What follows belongs to an exercise in optimizing a design on an open flow for small area and a short achievable clock period; a production flow would make more cautious choices. RTL that was checked went through simulation tests only; none was proved equivalent to the original. Power is estimated from default activity; no workload was simulated.

==> flow/design.v (excerpt) <==
module param_rr_scheduler
#(
  parameter int NUM_PORTS  = 4,
  parameter int DATA_W     = param_rr_scheduler_pkg::DISPATCH_W,
  parameter int FIFO_DEPTH = 16,
  parameter int NUM_OUT    = 4,
  parameter int DEST_LSB   = param_rr_scheduler_pkg::DEST_LSB_DEF
) (
  input  logic                                      i_clk,
  input  logic                                      i_rst,
  input  logic [NUM_PORTS*DATA_W-1:0]               i_wr_data,
  input  logic [NUM_PORTS-1:0]                      i_wr_en,
  output logic [NUM_PORTS-1:0]                      o_full,
  output logic [NUM_PORTS*(param_rr_scheduler_pkg::clog2(FIFO_DEPTH)+1)-1:0] o_level,
  input  logic                                      i_mode,
  output logic                                      o_cb_valid,
  input  logic                                      i_cb_ready,
  output logic [DATA_W-1:0]                         o_cb_data,
  output logic [param_rr_scheduler_pkg::clog2(NUM_OUT)-1:0]                 o_cb_sel,
  output logic [param_rr_scheduler_pkg::clog2(NUM_PORTS)-1:0]               o_cb_src
);
Size: ~2200 flip-flops, about 200 I/O pins, about 81000 sq um of cells after synthesis.
make LEC_CHECK=0 CAP_MARGIN=20 CORE_MARGIN=2 CORE_UTILIZATION=55 SETUP_SLACK_MARGIN=2.2 SLEW_MARGIN=20 finish   # period 4.5 ns
run.sh (not shown) runs the stock make flow with config.mk's settings and CLKGATE_MAP_FILE= SYNTH_SCRIPT=/design/flow/synth_recipe.tcl, a recipe that flattens the netlist after the stock synthesis.
The first run finished clean.
Rerun with:
- SETUP_SLACK_MARGIN: 2.2 -> not set
=> Design area drops by 7.9%; utilization decreases by 5.5 points; power drops by 2.7%; routed wire length decreases by 5.8%; critical path depth is unchanged.
Function was not checked in any run of this note: the RTL went through the layout flow alone.

* * *

== run 1 ==
The RTL this note starts from:
==> flow/design.v <==
package param_rr_scheduler_pkg;
  localparam int DISPATCH_W   = 32;
  localparam int DEST_LSB_DEF = 2;
  function automatic int clog2(input int v);
    int r;
    begin
      r = 0;
      while ((1 << r) < v) r = r + 1;
      clog2 = r;
    end
  endfunction
endpackage
module sched_fifo_sync
#(
  parameter int DATA_W = 32,
  parameter int DEPTH  = 16
) (
  input  logic                  i_clk,
  input  logic                  i_rst,
  input  logic                  i_wr_en,
  input  logic [DATA_W-1:0]     i_wr_data,
  input  logic                  i_rd_en,
  output logic [DATA_W-1:0]     o_rd_data,
  output logic [param_rr_scheduler_pkg::clog2(DEPTH):0] o_count,
  output logic                  o_full,
  output logic                  o_nempty
);
  localparam int AW = param_rr_scheduler_pkg::clog2(DEPTH);
  localparam int BD = DEPTH - 1;    
  logic [DATA_W-1:0] mem [BD];
  logic [DATA_W-1:0] head;
  logic [DATA_W-1:0] mem_rd;
  logic [BD-1:0]     wr_ptr;     
  logic [BD-1:0]     rd_ptr;     
  logic [AW:0]       count;
  logic [AW:0]       count_inc;    
  logic [AW:0]       count_dec;    
  logic [AW:0]       count_p1;
  logic [AW:0]       count_m1;
  logic              nempty;
  logic              one;        
  logic              full;       
  logic              do_wr;
  logic              ld_mem;
  logic              ld_wr;
  logic              sel_wr;
  logic              sel_mem;
  logic              sel_head;
  logic [BD-1:0]     wr_sel;
  logic [BD-1:0]     rd_sel;
  assign o_full    = count[AW];
  assign o_nempty  = nempty;
  assign o_count   = count;
  assign o_rd_data = head;
  assign do_wr     = i_wr_en && !full;
  assign wr_sel    = wr_ptr;
  assign rd_sel    = rd_ptr;
  always_comb begin
    logic ones, zeros;
    ones  = 1'b1;
    zeros = 1'b1;
    for (int i = 0; i <= AW; i++) begin
      count_inc[i] = ones;
      count_dec[i] = zeros;
      ones  = ones  &&  count[i];
      zeros = zeros && !count[i];
    end
  end
  assign count_p1 = count ^ count_inc;
  assign count_m1 = count ^ count_dec;
  assign ld_mem = i_rd_en && !one;
  assign ld_wr  = do_wr && (!nempty || (i_rd_en && one));
  assign sel_wr   = i_rd_en ? one : !nempty;
  assign sel_mem  = i_rd_en && !one;
  assign sel_head = !i_rd_en && nempty;
  always_comb begin
    mem_rd = '0;
    for (int i = 0; i < BD; i++)
      mem_rd = mem_rd | (mem[i] & {DATA_W{rd_sel[i]}});
  end
  always_ff @(posedge i_clk) begin
    head <= (head      & {DATA_W{sel_head}})
          | (mem_rd    & {DATA_W{sel_mem}})
          | (i_wr_data & {DATA_W{sel_wr}});
  end
  always_ff @(posedge i_clk) begin
    if (i_rst) begin
      wr_ptr <= BD'(1);
      rd_ptr <= BD'(1);
      count  <= '0;
      nempty <= 1'b0;
      one    <= 1'b0;
      full   <= 1'b0;
    end else begin
      if (do_wr && !ld_wr) wr_ptr <= {wr_ptr[BD-2:0], wr_ptr[BD-1]};
      if (ld_mem)          rd_ptr <= {rd_ptr[BD-2:0], rd_ptr[BD-1]};
      if (i_rd_en) begin
        count <= do_wr ? count : count_m1;
        one   <= do_wr ? one   : (count == (AW+1)'(2));
        full  <= 1'b0;    
      end else begin
        count <= do_wr ? count_p1 : count;
        one   <= do_wr ? !nempty  : one;
        full  <= do_wr ? (count == (AW+1)'(DEPTH-1)) : full;
      end
      nempty <= do_wr || (nempty && !(i_rd_en && one));
    end
  end
  always_ff @(posedge i_clk) begin
    for (int i = 0; i < BD; i++)
      if (do_wr && wr_sel[i]) mem[i] <= i_wr_data;
  end
endmodule
module param_rr_scheduler
#(
  parameter int NUM_PORTS  = 4,
  parameter int DATA_W     = param_rr_scheduler_pkg::DISPATCH_W,
  parameter int FIFO_DEPTH = 16,
  parameter int NUM_OUT    = 4,
  parameter int DEST_LSB   = param_rr_scheduler_pkg::DEST_LSB_DEF
) (
  input  logic                                      i_clk,
  input  logic                                      i_rst,
  input  logic [NUM_PORTS*DATA_W-1:0]               i_wr_data,
  input  logic [NUM_PORTS-1:0]                      i_wr_en,
  output logic [NUM_PORTS-1:0]                      o_full,
  output logic [NUM_PORTS*(param_rr_scheduler_pkg::clog2(FIFO_DEPTH)+1)-1:0] o_level,
  input  logic                                      i_mode,
  output logic                                      o_cb_valid,
  input  logic                                      i_cb_ready,
  output logic [DATA_W-1:0]                         o_cb_data,
  output logic [param_rr_scheduler_pkg::clog2(NUM_OUT)-1:0]                 o_cb_sel,
  output logic [param_rr_scheduler_pkg::clog2(NUM_PORTS)-1:0]               o_cb_src
);
  localparam int LW    = param_rr_scheduler_pkg::clog2(FIFO_DEPTH) + 1;
  localparam int SEL_W = param_rr_scheduler_pkg::clog2(NUM_OUT);
  localparam int SRC_W = param_rr_scheduler_pkg::clog2(NUM_PORTS);
  logic [DATA_W-1:0]    head [NUM_PORTS];
  logic [LW-1:0]        cnt  [NUM_PORTS];
  logic [NUM_PORTS-1:0] req;
  logic [NUM_PORTS-1:0] pop;
  logic [NUM_PORTS*NUM_PORTS-1:0] rr_ahead;
  logic [NUM_PORTS*NUM_PORTS-1:0] rr_ahead_nx;
  logic [NUM_PORTS-1:0] gnt;
  logic [SRC_W-1:0]     gnt_idx;
  logic                 gnt_vld;
  logic                 loadable;
  logic [DATA_W-1:0]    gnt_data;
  for (genvar k = 0; k < NUM_PORTS; k++) begin : g_q
    sched_fifo_sync #(
      .DATA_W(DATA_W),
      .DEPTH (FIFO_DEPTH)
    ) u_fifo (
      .i_clk    (i_clk),
      .i_rst    (i_rst),
      .i_wr_en  (i_wr_en[k]),
      .i_wr_data(i_wr_data[k*DATA_W +: DATA_W]),
      .i_rd_en  (pop[k]),
      .o_rd_data(head[k]),
      .o_count  (cnt[k]),
      .o_full   (o_full[k]),
      .o_nempty (req[k])
    );
    assign o_level[k*LW +: LW] = cnt[k];
    assign pop[k] = loadable && gnt[k];
  end
  assign loadable = !o_cb_valid || i_cb_ready;
  assign gnt_vld  = |req;
  always_comb begin : p_arb
    logic blocked;
    for (int k = 0; k < NUM_PORTS; k++) begin
      blocked = 1'b0;
      for (int j = 0; j < NUM_PORTS; j++)
        if (j != k)
          blocked = blocked ||
                    (req[j] && (i_mode ? (j < k) : rr_ahead[k*NUM_PORTS + j]));
      gnt[k] = req[k] && !blocked;
    end
  end
  always_comb begin : p_rr_next
    for (int k = 0; k < NUM_PORTS; k++) begin
      for (int j = 0; j < NUM_PORTS; j++) begin
        rr_ahead_nx[k*NUM_PORTS + j] = 1'b0;
        for (int g = 0; g < NUM_PORTS; g++)
          if (j != k &&
              ((j - g - 1 + 2*NUM_PORTS) % NUM_PORTS) <
              ((k - g - 1 + 2*NUM_PORTS) % NUM_PORTS))
            rr_ahead_nx[k*NUM_PORTS + j] = rr_ahead_nx[k*NUM_PORTS + j] || gnt[g];
      end
    end
  end
  always_comb begin
    gnt_idx  = o_cb_src  & {SRC_W{!loadable}};
    gnt_data = o_cb_data & {DATA_W{!loadable}};
    for (int i = 0; i < NUM_PORTS; i++) begin
      gnt_idx  = gnt_idx  | (SRC_W'(i) & {SRC_W{pop[i]}});
      gnt_data = gnt_data | (head[i]   & {DATA_W{pop[i]}});
    end
  end
  assign o_cb_sel = o_cb_data[DEST_LSB +: SEL_W];
  always_ff @(posedge i_clk) begin
    if (i_rst) begin
      o_cb_valid <= 1'b0;
      for (int k = 0; k < NUM_PORTS; k++)
        for (int j = 0; j < NUM_PORTS; j++)
          rr_ahead[k*NUM_PORTS + j] <= (j < k);
    end else if (loadable) begin
      o_cb_valid <= gnt_vld;
      if (gnt_vld) rr_ahead <= rr_ahead_nx;
    end
  end
  always_ff @(posedge i_clk) begin
    o_cb_data <= gnt_data;
    o_cb_src  <= gnt_idx;
  end
endmodule
export LEC_CHECK = 0
export CAP_MARGIN = 20
export CORE_MARGIN = 2
export CORE_UTILIZATION = 62
export SETUP_SLACK_MARGIN = 2.5
export SLEW_MARGIN = 20
create_clock -name core_clock -period 4.5 [get_ports {i_clk}]
standard.sh (not shown) runs the stock make flow with config.mk's settings and CLKGATE_MAP_FILE= SYNTH_SCRIPT=/design/flow/synth_recipe.tcl, a recipe that flattens the netlist after the stock synthesis.
==> flow/flow/run.sh <==
#!/bin/bash
# The standard ORFS layout (the standard.sh, standard synthesis), with
# three changes to how the layout is built:
#  - clock tree: larger sink clusters and no dummy loads, so fewer leaf
#    buffers drive the registers (every register still gets its clock
#    through the same three buffer levels);
#  - port buffers: a plain buf_2 on every input and output port instead of
#    the delay cell buffer_ports picks by default;
#  - pin placement: the crossbar output pins (o_cb_*) are kept together in
#    the middle of the top edge (flow/pre_io.tcl), so the output register
#    can sit next to them.
# make's full output goes to flow_make.log here; ORFS keeps each step's log
# under orfs/logs/.
set -euo pipefail
export CTS_ARGS="-sink_clustering_enable -repair_clock_nets -dont_use_dummy_load -sink_clustering_size 24 -sink_clustering_max_diameter 150"
export BUFFER_PORTS_ARGS="-buffer_cell sky130_fd_sc_hd__buf_2"
export PRE_IO_PLACEMENT_TCL="$PWD/flow/pre_io.tcl"
bash standard.sh finish > flow_make.log 2>&1
==> flow/flow/pre_io.tcl <==
# Keep the crossbar output pins together on the top edge, centred, so the
# output register sits next to them.
set die [[ord::get_db_block] getDieArea]
set w [expr {[$die xMax] / 1000.0}]
set lo [expr {round($w * 0.5 - 40)}]
set hi [expr {round($w * 0.5 + 40)}]
set_io_pin_constraint -pin_names [get_ports {o_cb_data* o_cb_sel* o_cb_src* o_cb_valid}] -region top:$lo-$hi
Inputs modified between run 1 and run 2:
--- a/flow/config.mk
+++ b/flow/config.mk
@@ -8,5 +8,5 @@
 export CAP_MARGIN = 20
 export CORE_MARGIN = 2
-export CORE_UTILIZATION = 62
-export SETUP_SLACK_MARGIN = 2.5
+export CORE_UTILIZATION = 55
+export SETUP_SLACK_MARGIN = 2.6
 export SLEW_MARGIN = 20
## What came out
Of run 1 and run 2, run 2 shows the higher routed length on met1, with run 1 below it. From run 1 to run 2 the numbers moved as follows: design area higher, sequential cell area share lower, post-detailed-route wirelength per cell higher, worst-case setup margin in the final layout lower. Across both runs, utilization of the core after routing was lower for run 2 than for run 1. Run 2 vs. run 1: setup slack of the most critical reg-to-reg path fell 0.13 ns; register clock-pin slew on the reported worst setup and hold paths about even; static leakage rose about 4%; total half-perimeter wirelength after legalization and detailed placement rose 3.4%.
Changes in run 3 relative to run 2:
--- a/flow/config.mk
+++ b/flow/config.mk
@@ -9,4 +9,4 @@
 export CORE_MARGIN = 2
 export CORE_UTILIZATION = 55
-export SETUP_SLACK_MARGIN = 2.6
+export SETUP_SLACK_MARGIN = 2.5
 export SLEW_MARGIN = 20
==> summary.txt <==
Compared to run 2, the routing of run 3 uses less wire.
The half-perimeter wire length of the detailed placement result in run 3 sits about 1.4% above the value recorded for run 2.
Measured against each other, run 2 and run 3 differ in count of instances resized after the clock tree is built, the lower figure coming from run 3.
Overall power consumption, run 2 and run 3: smaller value in run 3
Cmp run 3 vs run 2: wire length of the first global-routing pass lower in run 3
On run 3: share of layout cells above drive strength 1 is 2.8 points lower than what run 2 gave.

afterwards: timing with drivers on the ports:
Ports are ideal in the flow. The routed layouts listed here were re-timed in OpenROAD.
Step 1, drivers: a clkbuf_16 drives i_clk and a buf_2 each remaining input, both assumed.
Step 2 times the ports against the registers' clock, not the clock port: input delays grow and output delays shrink by t, the midpoint of the rising clock arrivals with the driver on.
Slacks: no drivers / after step 1 / after step 2; pairs: no drivers / after step 1.
| run | t, ns | setup WS [ns] | worst setup path after step 2 | worst register clock-pin slew, ns | cell pins on the clock port's net |
|---|---|---|---|---|---|
| the first run of note 1 | 0.909 | 1.881 / 1.859 / 1.243 | input to register | 0.07 / 0.07 | 1 |
| the second run of note 1 | 0.919 | 0.785 / 0.785 / 0.269 | input to register | 0.07 / 0.07 | 1 |
| run 1 | 0.816 | 2.301 / 2.221 / 1.596 | input to register | 0.10 / 0.10 | 1 |
| run 2 | 0.817 | 2.281 / 2.195 / 1.529 | input to register | 0.10 / 0.10 | 1 |
| run 3 | 0.822 | 2.270 / 2.187 / 1.503 | input to register | 0.10 / 0.10 | 1 |
After both steps setup and hold are still met in every run listed. The setup slack of run 3, which loses most, moves by -0.083 ns with the drivers and by -0.767 ns with both steps.
